This design comes from an exercise in tuning for small area and a short achievable clock period on the open sky130 flow, not from production work.
RTL that was checked went through simulation tests only; none was proved equivalent to the original.
No driver is modelled on the clock port, so clock power and skew are understated where the tree is cut down; a real chip needs a root buffer or a tree.
Power and IR drop assume default switching activity.

== v20 ==
==> flow/design.v (excerpt) <==
module commit_trace_buffer #(
  parameter int DATA_W = 32,
  parameter int REG_W  = 5,
  parameter int DEPTH  = 16,
  parameter int WRAP   = 0,
  parameter int INUM_W = 16
) (
  input  logic                      clk,
  input  logic                      rst,
  input  logic                      retire_valid,
  input  logic [DATA_W-1:0]         retire_pc,
  input  logic                      retire_halt,
  input  logic                      retire_regwrite,
  input  logic [REG_W-1:0]          retire_reg,
  input  logic [DATA_W-1:0]         retire_wdata,
  input  logic                      retire_memwrite,
  input  logic [DATA_W-1:0]         retire_memaddr,
  input  logic [DATA_W-1:0]         retire_memdata,
  output logic                      out_valid,
  input  logic                      out_ready,
  output logic [INUM_W-1:0]         out_inum,
  output logic [DATA_W-1:0]         out_pc,
  output logic [1:0]                out_kind,
  output logic [REG_W-1:0]          out_reg,
  output logic [DATA_W-1:0]         out_value,
  output logic [DATA_W-1:0]         out_addr,
  output logic [$clog2(DEPTH):0]    count,
  output logic                      overflow,
  output logic                      halted
);
export LEC_CHECK = 0
export CAP_MARGIN = 20
export CORE_MARGIN = 2
export CORE_UTILIZATION = 50
export SETUP_SLACK_MARGIN = 2.9
export SLEW_MARGIN = 20
create_clock -name core_clock -period 5.0 [get_ports {clk}]
standard.sh (not shown) runs the stock make flow with config.mk's settings and CLKGATE_MAP_FILE= SYNTH_SCRIPT=/design/flow/synth_recipe.tcl, a recipe that flattens the netlist after the stock synthesis.
==> flow/flow/run.sh <==
#!/bin/bash
# The standard layout (the standard.sh) with buf_2 port buffers and a clock tree without dummy
# loads whose sink clusters are driven by clkbuf_8; after CTS the tree's root buffer is replaced by
# four roots by the clk port (flow/split_root.tcl), then the standard flow routes and finishes.
# Tool output: standard_cts.log, split_root.log, standard_finish.log here, and ORFS's step logs.
set -euo pipefail
ARGS=(
  "BUFFER_PORTS_ARGS=-buffer_cell sky130_fd_sc_hd__buf_2"
  "CTS_ARGS=-sink_clustering_enable -repair_clock_nets -dont_use_dummy_load -root_buf sky130_fd_sc_hd__clkbuf_16 -buf_list sky130_fd_sc_hd__clkbuf_16 -sink_clustering_buffer sky130_fd_sc_hd__clkbuf_8 -sink_clustering_size 16 -sink_clustering_max_diameter 50"
)
bash standard.sh "${ARGS[@]}" cts > standard_cts.log 2>&1
R=orfs/results/${FLOW_PLATFORM}/commit_trace_buffer/base
SPLIT_ODB=$R/4_cts.odb openroad -no_init -exit flow/split_root.tcl > split_root.log 2>&1
touch $R/4_cts.sdc
bash standard.sh "${ARGS[@]}" finish > standard_finish.log 2>&1
Other scripts of this flow, unchanged in this note and not shown: flow/flow/split_root.tcl
Inputs modified between v20 and v26:
- swapping 2.9 for 2.7 in SETUP_SLACK_MARGIN
--- outcome ---
- v26 finished every stage and its layout cleared the timing, DRC and antenna checks.
- The power drawn by the combinational cells in v26 was lower than what v20 gave.
- Measured against v26, the global-route wire length before repair of v20 comes out at 1.11 times the reference value.
- Area growth from synthesis to layout for v26: 2.5 points down relative to v20
- Final clock period utilization by the worst path: lower on v20
- Diff v20 -> v26 | critical path depth | increase of 3


The RTL this note starts from:
==> flow/design.v <==
module commit_trace_buffer #(
  parameter int DATA_W = 32,
  parameter int REG_W  = 5,
  parameter int DEPTH  = 16,
  parameter int WRAP   = 0,
  parameter int INUM_W = 16
) (
  input  logic                      clk,
  input  logic                      rst,
  input  logic                      retire_valid,
  input  logic [DATA_W-1:0]         retire_pc,
  input  logic                      retire_halt,
  input  logic                      retire_regwrite,
  input  logic [REG_W-1:0]          retire_reg,
  input  logic [DATA_W-1:0]         retire_wdata,
  input  logic                      retire_memwrite,
  input  logic [DATA_W-1:0]         retire_memaddr,
  input  logic [DATA_W-1:0]         retire_memdata,
  output logic                      out_valid,
  input  logic                      out_ready,
  output logic [INUM_W-1:0]         out_inum,
  output logic [DATA_W-1:0]         out_pc,
  output logic [1:0]                out_kind,
  output logic [REG_W-1:0]          out_reg,
  output logic [DATA_W-1:0]         out_value,
  output logic [DATA_W-1:0]         out_addr,
  output logic [$clog2(DEPTH):0]    count,
  output logic                      overflow,
  output logic                      halted
);
  localparam int CNT_W = $clog2(DEPTH) + 1;
  localparam int MD    = DEPTH - 1;                        
  localparam int W     = INUM_W + DATA_W + 2 + 2 * DATA_W;  
  localparam logic [CNT_W-1:0] FULL_CNT = CNT_W'(DEPTH);
  logic [W-1:0]      mem [MD];
  logic [W-1:0]      head;
  logic [MD-1:0]     wp;               
  logic [MD:0]       rs;               
  logic [CNT_W-1:0]  cnt;
  logic              valid_q;          
  logic              full_q;           
  logic [INUM_W-1:0] inum_ctr;
  logic              ovf_q, halted_q;
  logic              accept, pop, store, to_mem, mem_pop, head_ld, mem_we;
  logic [1:0]        new_kind;
  logic [W-1:0]      new_entry, head_nx;
  logic [MD-1:0]     rp, rp_nx, wp_nx;
  logic [CNT_W-1:0]  cnt_nx;
  always_comb begin
    accept   = retire_valid & ~halted_q;
    pop      = valid_q & out_ready;
    store    = accept & (~full_q | out_ready);
    to_mem   = store & (~rs[MD] | (valid_q & ~out_ready));
    mem_pop  = pop & ~rs[MD];
    head_ld  = ~valid_q | out_ready;
    mem_we   = ~full_q | (out_ready & accept);
    new_kind = retire_halt ? 2'd3 : retire_regwrite ? 2'd1 : retire_memwrite ? 2'd2 : 2'd0;
    new_entry = {inum_ctr, retire_pc, new_kind,
                 retire_regwrite ? retire_wdata : retire_memdata,
                 retire_regwrite ? DATA_W'(retire_reg) : retire_memaddr};
    head_nx = {W{rs[MD]}} & new_entry;
    for (int i = 0; i < MD; i++) head_nx = head_nx | ({W{rs[i]}} & mem[i]);
    cnt_nx = cnt + CNT_W'(store) - CNT_W'(pop);
    rp     = rs[MD] ? wp : rs[MD-1:0];
    rp_nx  = mem_pop ? {rp[MD-2:0], rp[MD-1]} : rp;
    wp_nx  = to_mem  ? {wp[MD-2:0], wp[MD-1]} : wp;
  end
  always_ff @(posedge clk) begin
    if (rst) begin
      wp       <= MD'(1);
      rs       <= {1'b1, MD'(0)};
      cnt      <= '0;
      valid_q  <= 1'b0;
      full_q   <= 1'b0;
      inum_ctr <= '0;
      ovf_q    <= 1'b0;
      halted_q <= 1'b0;
    end else begin
      if (accept)                      inum_ctr <= inum_ctr + INUM_W'(1);
      if (accept & retire_halt)        halted_q <= 1'b1;
      if (accept & full_q & ~out_ready) ovf_q   <= 1'b1;
      wp      <= wp_nx;
      rs      <= (cnt_nx > CNT_W'(1)) ? {1'b0, rp_nx} : {1'b1, MD'(0)};
      cnt     <= cnt_nx;
      valid_q <= (cnt_nx != '0);
      full_q  <= (cnt_nx == FULL_CNT);
    end
  end
  always_ff @(posedge clk) begin
    for (int i = 0; i < MD; i++)
      if (wp[i] & mem_we) mem[i] <= new_entry;
    if (head_ld) head <= head_nx;
  end
  assign {out_inum, out_pc, out_kind, out_value, out_addr} = head;
  assign out_reg   = head[REG_W-1:0];
  assign out_valid = valid_q;
  assign count     = cnt;
  assign overflow  = ovf_q;
  assign halted    = halted_q;
endmodule
Settings: LEC_CHECK=0, CAP_MARGIN=20, CORE_MARGIN=2, CORE_UTILIZATION=50, SLEW_MARGIN=20; clock period 5.0 ns.
run.sh (not shown) runs the stock make flow with config.mk's settings and CLKGATE_MAP_FILE= SYNTH_SCRIPT=/design/flow/synth_recipe.tcl, a recipe that flattens the netlist after the stock synthesis.
Stock flow here: none of the scripts above is used.
Then changed:
--- a/flow/config.mk
+++ b/flow/config.mk
@@ -9,3 +9,4 @@
 export CORE_MARGIN = 2
 export CORE_UTILIZATION = 50
+export SETUP_SLACK_MARGIN = 2.8
 export SLEW_MARGIN = 20
After rerunning:
- via count rises by a few percent
- sequential power stays flat
- design area is higher slightly
- total power went down slightly
- clock-buffer cell count fell by 9
- wire length grows by a few percent
No run of this note included a check of the RTL's function; only the layout flow was run.

-- static timing again, ports no longer ideal --
In the flow no input, the clock included, has a driving cell. The finished layouts below were timed again as built, in two steps.
Step 1 sets driving cells, clkbuf_16 on the clock port and buf_2 on the other inputs (assumed; they add their load-dependent delay and slew).
Step 2 also shifts input and output timing later by t, the mid clock arrival at the registers, as if the neighbouring blocks saw the same clock.
Three values: no drivers, after step 1, after step 2; two values: the first two.
run	t, ns	setup WS [ns]	cell pins on the clock port's net
v20	0.603	2.688 / 2.633 / 2.295	4
v26	0.600	2.675 / 2.641 / 2.111	4
the first run of note 2	0.879	1.433 / 1.493 / 0.614	1
the second run of note 2	0.885	2.400 / 2.414 / 1.578	1
After both steps setup and hold are still met in every run listed. For the second run of note 2, which loses most, drivers alone change the setup slack by +0.014 ns; drivers and shift together by -0.822 ns.
